This design comes from an exercise in tuning for small area on the open sky130 flow, not from production work. Where RTL was checked, it was by simulation tests only, not by an equivalence proof against the original. Power and IR drop assume default switching activity.

// tetris_core
module tetris_core (
	input  logic                    clk,
	input  logic                    reset,
	input  logic                    tick,
	input  logic                    start,
	input  logic                    left,
	input  logic                    right,
	input  logic                    rotate,
	input  logic                    down,
	input  logic [2:0]              next_kind,
	input  logic [5-1:0]       row_sel,
	output logic [10-1:0]  row_bits,
	output logic                    playing,
	output logic                    game_over,
	output logic [10-1:0]     lines,
	output logic [6-1:0]     level
);
Size in the first run: about 270 flip-flops, ~44 I/O pins.
export LEC_CHECK = 0
export CAP_MARGIN = 20
export CORE_MARGIN = 2
export CORE_UTILIZATION = 60
export CTS_BUF_LIST = sky130_fd_sc_hd__clkbuf_16
export CTS_CLUSTER_DIAMETER = 100
export CTS_CLUSTER_SIZE = 25
export PLACE_DENSITY = 0.7
export SLEW_MARGIN = 20
create_clock -name core_clock -period 10.0 [get_ports {clk}]
run.sh (not shown) runs the stock make flow with config.mk's settings and CLKGATE_MAP_FILE= SYNTH_SCRIPT=/design/flow/synth_recipe.tcl, a recipe that flattens the netlist after the stock synthesis.
The first run completed with no timing, DRC or antenna violations.
Next try:
Settings changed: CTS_BUF_LIST sky130_fd_sc_hd__clkbuf_16 to sky130_fd_sc_hd__clkbuf_4, CTS_CLUSTER_DIAMETER 100 to unset, CTS_CLUSTER_SIZE 25 to unset.
=>
- The new run passed the timing, DRC and antenna checks
- core utilization went up by 2.4 points
- sequential power is about the same
- non-clock buffer count does not change
- cell area came out higher by 3.6%
- setup slack loses 0.045 ns
- global-route usage grows by 0.99 points
- first-iteration DRC count grows by 1.9%
- power climbs by 14%
- maximum frequency is lower by 0.49%
- wire length came out higher by 2.1%
Next try:
Settings changed: CORE_UTILIZATION 60 to 30, CTS_BUF_LIST sky130_fd_sc_hd__clkbuf_4 to unset, PLACE_DENSITY 0.7 to 0.4.
The changed run passed the timing, DRC and antenna checks.
Core utilization falls by 33 points.
Wire length rises by 15%.
Non-clock buffer count rises by 4.
Worst setup slack gets better by 0.67 ns.
Global-route usage falls by 13 points.
Final area rises by 3.9%.
Maximum frequency rises by 8.0%.
Total power rises by 7.6%.
Sequential power hardly moves.
Next try:
Settings changed: CTS_BUF_LIST set to sky130_fd_sc_hd__clkbuf_4.
Effect:
- die area stays the same
- total power went down by 4.2%
- cell count came out higher by 4.0%
- wire length is higher by 1.1%
- global-route usage grows by 0.45 points
- combinational power hardly moves
- synthesized area does not change

---

## main
Another version of the RTL of tetris_core (not shown whole).
For scale: roughly 44 I/O pins, ~0.011 sq mm of cells after synthesis.
Design tetris_core, start of the top module:
module tetris_core (
	input  logic                    clk,
	input  logic                    reset,
	input  logic                    tick,
	input  logic                    start,
	input  logic                    left,
	input  logic                    right,
	input  logic                    rotate,
	input  logic                    down,
	input  logic [2:0]              next_kind,
	input  logic [5-1:0]       row_sel,
	output logic [10-1:0]  row_bits,
	output logic                    playing,
	output logic                    game_over,
	output logic [10-1:0]     lines,
	output logic [6-1:0]     level
);
	logic [4:0] ph;
	logic [10-1:0] cur_row;
	logic [10-1:0] next_row;
	logic [10-1:0] wr_row;
	logic [7:0] shp_nb;
	logic [3:0] shp_far;
	logic [4:0] shp_prow;
	logic [4:0] ph_next;
	logic [4:0] shp_rel;
	logic [3:0] shp_pcx;
	logic [13:0] shp_mask;
	board_store u_board (
		.clk      (clk),
		.reset    (reset),
		.wr_row   (wr_row),
		.ph       (ph),
		.ph_next  (ph_next),
		.cur_row  (cur_row),
		.next_row (next_row),
		.row_sel  (row_sel),
		.row_bits (row_bits)
	);
	piece_unit u_piece (
		.nb       (shp_nb),
		.far      (shp_far),
		.rel      (shp_rel),
		.pcx      (shp_pcx),
		.prow     (shp_prow),
		.mask     (shp_mask)
	);
	game_control u_ctrl (
		.clk          (clk),
		.reset        (reset),
		.tick         (tick),
		.start        (start),
		.left         (left),
		.right        (right),
		.rotate       (rotate),
		.down         (down),
		.next_kind    (next_kind),
		.ph           (ph),
		.ph_next      (ph_next),
		.cur_row      (cur_row),
		.next_row     (next_row),
		.wr_row       (wr_row),
		.shp_nb       (shp_nb),
		.shp_far      (shp_far),
		.shp_rel      (shp_rel),
		.shp_pcx      (shp_pcx),
		.shp_prow     (shp_prow),
		.shp_mask     (shp_mask),
		.playing      (playing),
		.game_over    (game_over),
		.lines        (lines),
		.level        (level)
	);
endmodule
make LEC_CHECK=0 CAP_MARGIN=20 CORE_MARGIN=2 CORE_UTILIZATION=60 CTS_BUF_LIST=sky130_fd_sc_hd__clkbuf_16 CTS_CLUSTER_DIAMETER=100 CTS_CLUSTER_SIZE=25 PLACE_DENSITY=0.7 SLEW_MARGIN=20 SYNTH_HIERARCHICAL=1 finish   # period 10.0 ns
The following lists how the feature branch was set up differently from main:
diff --git a/flow/config.mk b/flow/config.mk
--- a/flow/config.mk
+++ b/flow/config.mk
@@ -15,2 +15 @@
 export SLEW_MARGIN = 20
-export SYNTH_HIERARCHICAL = 1
### Flow results
- Changes observed in the feature branch relative to main: sequential share of cell area went down 1.3 points; power climbed about 12%; area of all placed cells without fillers up 2.7%.
- When the final numbers for main and the feature branch were put side by side, the largest voltage drop on the vdd net turned out to be greater in the feature branch.
- Sum of negative setup slack: main vs the feature branch identical
- Overall routed net length went up by a little under 10% going from main to the feature branch.
Function was not checked in any run of this note: the RTL went through the layout flow alone.

---

The RTL this note starts from:
==> flow/design.v <==
`timescale 1ns/1ps
module row_mux (
	input  logic [20-1:0]               sel,
	input  logic [20*10-1:0]   d,
	output logic [10-1:0]               y
);
	always_comb begin
		y = '0;
		for (int q = 0; q < 20; q++) y |= sel[q] ? d[q*10 +: 10] : '0;
	end
endmodule
`timescale 1ns/1ps
module tetris_core (
	input  logic                    clk,
	input  logic                    reset,
	input  logic                    tick,
	input  logic                    start,
	input  logic                    left,
	input  logic                    right,
	input  logic                    rotate,
	input  logic                    down,
	input  logic [2:0]              next_kind,
	input  logic [5-1:0]       row_sel,
	output logic [10-1:0]  row_bits,
	output logic                    playing,
	output logic                    game_over,
	output logic [10-1:0]     lines,
	output logic [6-1:0]     level
);
	logic [10-1:0] ring [20];
	logic [4:0] ph;
	logic [4:0] ph_next;
	logic [10-1:0] cur_row;    
	logic [10-1:0] next_row;   
	logic [10-1:0] wr_row;
	logic [5:0] diff;
	logic [4:0] idx;
	logic [20-1:0] sel;
	logic [20*10-1:0] flat;
	assign cur_row = ring[0];
	assign next_row = ring[1];
	always_ff @(posedge clk) begin
		for (int q = 0; q < 20 - 1; q++) begin
			ring[q] <= ring[q + 1];
		end
		ring[20 - 1] <= wr_row;
	end
	assign ph_next = (ph == 5'd19) ? 5'd0 : ph + 1'b1;
	always_ff @(posedge clk) begin
		if (reset) ph <= '0;
		else ph <= ph_next;
	end
	assign diff = {1'b0, row_sel} - {1'b0, ph};
	assign idx = diff[5] ? diff[4:0] + 5'd20 : diff[4:0];
	always_comb begin
		for (int q = 0; q < 20; q++) begin
			sel[q] = (idx == q) && (row_sel < 20);
			flat[q*10 +: 10] = ring[q];
		end
	end
	row_mux u_mux (.sel(sel), .d(flat), .y(row_bits));
	logic [7:0] shp_nb;
	logic [3:0] shp_far;
	logic [3:0] shp_pcx;
	logic [4:0] shp_prow;     
	logic [13:0] shp_mask;    
	logic dm2, dm1, dz, dp1, dp2;
	localparam logic [2:0] ST_IDLE  = 3'd0;
	localparam logic [2:0] ST_WIPE  = 3'd1;
	localparam logic [2:0] ST_READY = 3'd2;
	localparam logic [2:0] ST_TEST  = 3'd3;
	localparam logic [2:0] ST_LOCK  = 3'd4;
	logic [2:0] state;
	logic act;             
	logic run;             
	logic last;            
	logic [7:0] nb_q;
	logic [3:0] far_q;
	logic no_turn;         
	logic [4:0] rel_q;
	logic [3:0] pcx_q;
	logic [7:0] nb_cw, nb_ccw;
	logic [3:0] far_cw, far_ccw;
	logic rot_req;
	logic rot_go;
	logic sh_go;
	logic sh_left;
	logic dn_go;
	logic sp_go;           
	logic acc;             
	logic [2:0] cnt;       
	logic first;           
	logic dly;             
	logic [10-1:0] hold;
	logic rotate_d;
	logic rot_latch;
	logic rot_edge;
	logic [3:0] grav;      
	logic grav_due;
	logic sat;             
	logic [10-1:0] pmask;
	logic [10-1:0] v;
	logic entry;
	logic off_rows;
	logic hit_side;
	logic hit_down;
	logic hit_now;
	logic hit_all;
	logic [4:0] rel_inc;
	logic [7:0] sp_nb;
	logic sp_i;
	assign rot_edge = rotate && !rotate_d;
	assign no_turn = nb_q[0] && nb_q[7] && nb_q[6];
	assign rot_req = (rot_latch || rot_edge) && !no_turn;
	assign level = (sat || lines[8]) ? '1 : lines[7:2];
	assign grav_due = (level > 6'(8)) || (grav > 4'd8);
	assign shp_nb = nb_q;
	assign shp_far = far_q;
	assign shp_pcx = pcx_q;
	assign nb_cw = {nb_q[5:0], nb_q[7:6]};
	assign far_cw = {far_q[2:0], far_q[3]};
	assign nb_ccw = {nb_q[1:0], nb_q[7:2]};
	assign far_ccw = {far_q[0], far_q[3:1]};
	assign dm2 = rel_q == 5'd18;
	assign dm1 = rel_q == 5'd19;
	assign dz  = rel_q == 5'd0;
	assign dp1 = rel_q == 5'd1;
	assign dp2 = rel_q == 5'd2;
	assign shp_prow[0] = dz & shp_far[2];
	assign shp_prow[1] = (dm1 & shp_nb[5]) | (dz & shp_nb[4]) | (dp1 & shp_nb[3]);
	assign shp_prow[2] = (dm2 & shp_far[3]) | (dm1 & shp_nb[6]) | dz | (dp1 & shp_nb[2]) | (dp2 & shp_far[1]);
	assign shp_prow[3] = (dm1 & shp_nb[7]) | (dz & shp_nb[0]) | (dp1 & shp_nb[1]);
	assign shp_prow[4] = dz & shp_far[0];
	logic [15:0] pc_oh;
	always_comb begin
		for (int j = 0; j < 16; j++) pc_oh[j] = shp_pcx == 4'(j);
		for (int c = 0; c < 14; c++) begin
			shp_mask[c] = 1'b0;
			for (int k = 0; k < 5; k++) if (c + 2 - k >= 0 && c + 2 - k < 16) shp_mask[c] |= shp_prow[k] & pc_oh[c + 2 - k];
		end
	end
	assign pmask = shp_mask[11:2];
	assign run = (state == ST_WIPE || state == ST_TEST || state == ST_LOCK) && (act || ph == 5'd0);
	assign last = run && ph == 5'd19;
	assign v = cur_row | (first ? pmask : '0);
	assign entry = run && state == ST_LOCK && cnt != 3'd0 && ph == 5'd0;
	always_comb begin
		if ((run && state == ST_WIPE) || entry) wr_row = '0;
		else if (dly) wr_row = hold;
		else wr_row = v;
	end
	assign off_rows = (|shp_prow) && (
		(ph == 5'd19 && (rel_q == 5'd18 || rel_q == 5'd19)) || (ph == 5'd18 && rel_q == 5'd18) ||
		(ph == 5'd0 && (rel_q == 5'd1 || rel_q == 5'd2)) || (ph == 5'd1 && rel_q == 5'd2));
	assign hit_side = |(pmask & cur_row) || shp_mask[0] || shp_mask[1] || shp_mask[12] || shp_mask[13] || off_rows;
	assign hit_down = |(pmask & ((ph == 5'd19) ? {10{1'b1}} : next_row));
	assign hit_now = (rot_go || sh_go || sp_go) ? hit_side : hit_down;
	assign hit_all = acc || hit_now;
	always_comb begin
		case (next_kind)
			3'd1: sp_nb = 8'b0101_0001;
			3'd2: sp_nb = 8'b1100_0001;
			3'd3: sp_nb = 8'b1001_0001;
			3'd4: sp_nb = 8'b0011_0001;
			3'd5: sp_nb = 8'b1101_0000;
			3'd6: sp_nb = 8'b0110_0001;
			default:  sp_nb = 8'b0001_0001;
		endcase
	end
	assign sp_i = next_kind == 3'd7;
	assign rel_inc = (rel_q == 5'd19) ? 5'd0 : rel_q + 1'b1;
	always_ff @(posedge clk) begin
		hold <= v;
	end
	always_ff @(posedge clk) begin
		if (reset) begin
			state <= ST_WIPE;
			act <= 1'b0;
			rot_go <= 1'b0;
			sh_go <= 1'b0;
			dn_go <= 1'b0;
			sp_go <= 1'b0;
			dly <= 1'b0;
			first <= 1'b0;
			rotate_d <= 1'b0;
			rot_latch <= 1'b0;
			playing <= 1'b0;
			game_over <= 1'b0;
			lines <= '0;
			sat <= 1'b0;
		end else begin
			rotate_d <= rotate;
			if (rot_edge) rot_latch <= 1'b1;
			act <= run && !last;
			rel_q <= rel_inc;
			sat <= sat || lines[8];
			if (run) begin
				acc <= (ph != 5'd0 && acc) || hit_now;
			end
			case (state)
				ST_IDLE: begin
					if (start) begin
						rot_latch <= 1'b0;
						playing <= 1'b1;
						game_over <= 1'b0;
						lines <= '0;
						sat <= 1'b0;
						nb_q <= sp_nb;
						far_q <= sp_i ? 4'b0100 : 4'b0000;
						rel_q <= sp_i ? ph_next : ph;
						pcx_q <= sp_i ? 4'd7 : 4'd6;
						grav <= '0;
						state <= ST_WIPE;
					end
				end
				ST_WIPE: begin
					if (last) state <= playing ? ST_READY : ST_IDLE;
				end
				ST_READY: begin
					if (tick) begin
						rot_go <= rot_req;
						if (rot_req) begin
							nb_q <= nb_cw;
							far_q <= far_cw;
						end else if (left ^ right) begin
							pcx_q <= left ? pcx_q - 1'b1 : pcx_q + 1'b1;
						end
						rot_latch <= 1'b0;
						sh_go <= left ^ right;
						sh_left <= left;
						dn_go <= down || grav_due;
						grav <= (down || grav_due) ? level[3:0] : grav + 1'b1;
						state <= ST_TEST;
					end
				end
				ST_TEST: begin
					if (!rot_go && !sh_go && !dn_go && !sp_go) begin
						state <= ST_READY;
					end else if (run) begin
						if (!rot_go && !sh_go && !sp_go) begin
							cnt <= ((ph == 5'd0) ? 3'd0 : cnt) + {2'b0, &(cur_row | pmask)};
						end
						if (last) begin
							if (rot_go) begin
								rot_go <= 1'b0;
								if (hit_all) begin
									nb_q <= nb_ccw;
									far_q <= far_ccw;
								end
								if (sh_go) pcx_q <= sh_left ? pcx_q - 1'b1 : pcx_q + 1'b1;
							end else if (sh_go) begin
								sh_go <= 1'b0;
								if (hit_all) pcx_q <= sh_left ? pcx_q + 1'b1 : pcx_q - 1'b1;
							end else if (sp_go) begin
								sp_go <= 1'b0;
								playing <= !hit_all;
								game_over <= hit_all;
								state <= hit_all ? ST_IDLE : ST_READY;
							end else begin
								dn_go <= 1'b0;
								if (!hit_all) begin
									rel_q <= rel_q;   
								end else begin
									first <= 1'b1;
									state <= ST_LOCK;
								end
							end
						end
					end
				end
				ST_LOCK: begin
					if (run) begin
						dly <= (entry || dly) && !(&v);
					end
					if (entry) begin
						lines <= lines + 1'b1;
					end
					if (last) begin
						first <= 1'b0;
						if (cnt > 3'd1) begin
							cnt <= cnt - 1'b1;
						end else begin
							nb_q <= sp_nb;
							far_q <= sp_i ? 4'b0100 : 4'b0000;
							rel_q <= sp_i ? ph_next : ph;
							pcx_q <= sp_i ? 4'd7 : 4'd6;
							grav <= level[3:0];
							if (first) begin
								sp_go <= 1'b1;
								state <= ST_TEST;
							end else begin
								state <= ST_READY;
							end
						end
					end
				end
				default: state <= ST_IDLE;
			endcase
		end
	end
endmodule
==> flow/config.mk <==
export PLATFORM = sky130hd
export DESIGN_NAME = tetris_core
export DESIGN_NICKNAME = tetris_core
export VERILOG_FILES = /design/flow/design.v
export SDC_FILE = /design/flow/constraint.sdc
export NUM_CORES = 4
export LEC_CHECK = 0
export CAP_MARGIN = 20
export CORE_MARGIN = 2
export CORE_UTILIZATION = 60
export PLACE_DENSITY = 0.7
export SLEW_MARGIN = 20
export SYNTH_HIERARCHICAL = 1
==> flow/constraint.sdc <==
create_clock -name core_clock -period 10.0 [get_ports {clk}]
set_input_delay 2.0000 -clock core_clock [delete_from_list [all_inputs] [get_ports {clk}]]
set_output_delay 2.0000 -clock core_clock [all_outputs]
set_load 0.01 [all_outputs]
standard.sh (not shown) runs the stock make flow with config.mk's settings and CLKGATE_MAP_FILE= SYNTH_SCRIPT=/design/flow/synth_recipe.tcl, a recipe that flattens the netlist after the stock synthesis.
==> flow/flow/run.sh <==
#!/bin/bash
# The standard layout (standard.sh) with two changes:
#  - each port gets the smallest buffer, buf_1, as its port buffer
#  - clock tree synthesis inserts no dummy loads
# The full output of the flow goes to standard.log in the work folder.
cd "$(dirname "$0")/.."
export BUFFER_PORTS_ARGS="-buffer_cell sky130_fd_sc_hd__buf_1"
export CTS_ARGS="-sink_clustering_enable -repair_clock_nets -sink_clustering_size 20 -sink_clustering_max_diameter 60 -buf_list sky130_fd_sc_hd__clkbuf_8 -dont_use_dummy_load"
bash standard.sh > standard.log 2>&1
The baseline ran to the end with no violations.
Edit:
--- a/flow/flow/run.sh
+++ b/flow/flow/run.sh
@@ -6,4 +6,4 @@
 cd "$(dirname "$0")/.."
 export BUFFER_PORTS_ARGS="-buffer_cell sky130_fd_sc_hd__buf_1"
-export CTS_ARGS="-sink_clustering_enable -repair_clock_nets -sink_clustering_size 20 -sink_clustering_max_diameter 60 -buf_list sky130_fd_sc_hd__clkbuf_8 -dont_use_dummy_load"
+export CTS_ARGS="-sink_clustering_enable -repair_clock_nets -sink_clustering_size 25 -sink_clustering_max_diameter 100 -buf_list sky130_fd_sc_hd__clkbuf_16 -dont_use_dummy_load"
 bash standard.sh > standard.log 2>&1
Result: Global-route usage is about the same. Power increases by 4.8%. Worst hold slack gains 46 ps. Core utilization increases by 0.48 points. Sequential share of layout area decreases by 0.38 points. Flip-flop and latch count does not change.
Edit:
--- a/flow/flow/run.sh
+++ b/flow/flow/run.sh
@@ -6,4 +6,4 @@
 cd "$(dirname "$0")/.."
 export BUFFER_PORTS_ARGS="-buffer_cell sky130_fd_sc_hd__buf_1"
-export CTS_ARGS="-sink_clustering_enable -repair_clock_nets -sink_clustering_size 25 -sink_clustering_max_diameter 100 -buf_list sky130_fd_sc_hd__clkbuf_16 -dont_use_dummy_load"
+export CTS_ARGS="-sink_clustering_enable -repair_clock_nets -sink_clustering_size 16 -sink_clustering_max_diameter 80 -buf_list sky130_fd_sc_hd__clkbuf_8 -dont_use_dummy_load"
 bash standard.sh > standard.log 2>&1
CAP_MARGIN = 0   (was 20)
SLEW_MARGIN = 0   (was 20)
Worst setup slack is about the same.
Count of clock-buffer cells in the layout climbs by 6.
Combinational power stays flat.
Global-route usage climbs by 0.14 points.
Power drops by 3.8%.
Die area is unchanged.
Fmax hardly moves.
First-iteration DRC count drops by 9.2%.

==> re-timing with driven ports <==
The flow's constraints put no driver on any port. The routed layouts listed below were extracted and timed again, unchanged, in two steps. Step 1: set_driving_cell puts a clkbuf_16 on clk and a buf_2 on each other input, an assumption about the parent block. Step 2, shift: input delay + t, output delay - t, t = (earliest + latest rising clock arrival at the registers) / 2. This alone moves slack from input paths to output paths. Three values: ideal ports, drivers, drivers and shift; two values: the first two.
run	shift t [ns]	slack for setup (ns)	pins driven straight from the clock port
the first run of note 1	0.540	1.022 / 0.999 / 0.999	1
the second run of note 1	0.695	0.977 / 0.954 / 0.954	1
the third run of note 1	0.595	1.646 / 1.618 / 1.618	1
the fourth run of note 1	0.704	1.624 / 1.597 / 1.597	1
main	0.532	1.512 / 1.491 / 1.491	1
the feature branch	0.522	0.948 / 0.927 / 0.927	1
the first run of note 3	0.554	2.186 / 2.163 / 2.163	1
the second run of note 3	0.517	2.203 / 2.180 / 2.180	1
the third run of note 3	0.565	2.204 / 2.180 / 2.180	1
After both steps setup and hold are still met in every run listed. For the third run of note 1, which loses most, drivers alone change the setup slack by -0.028 ns; drivers and shift together by -0.028 ns.
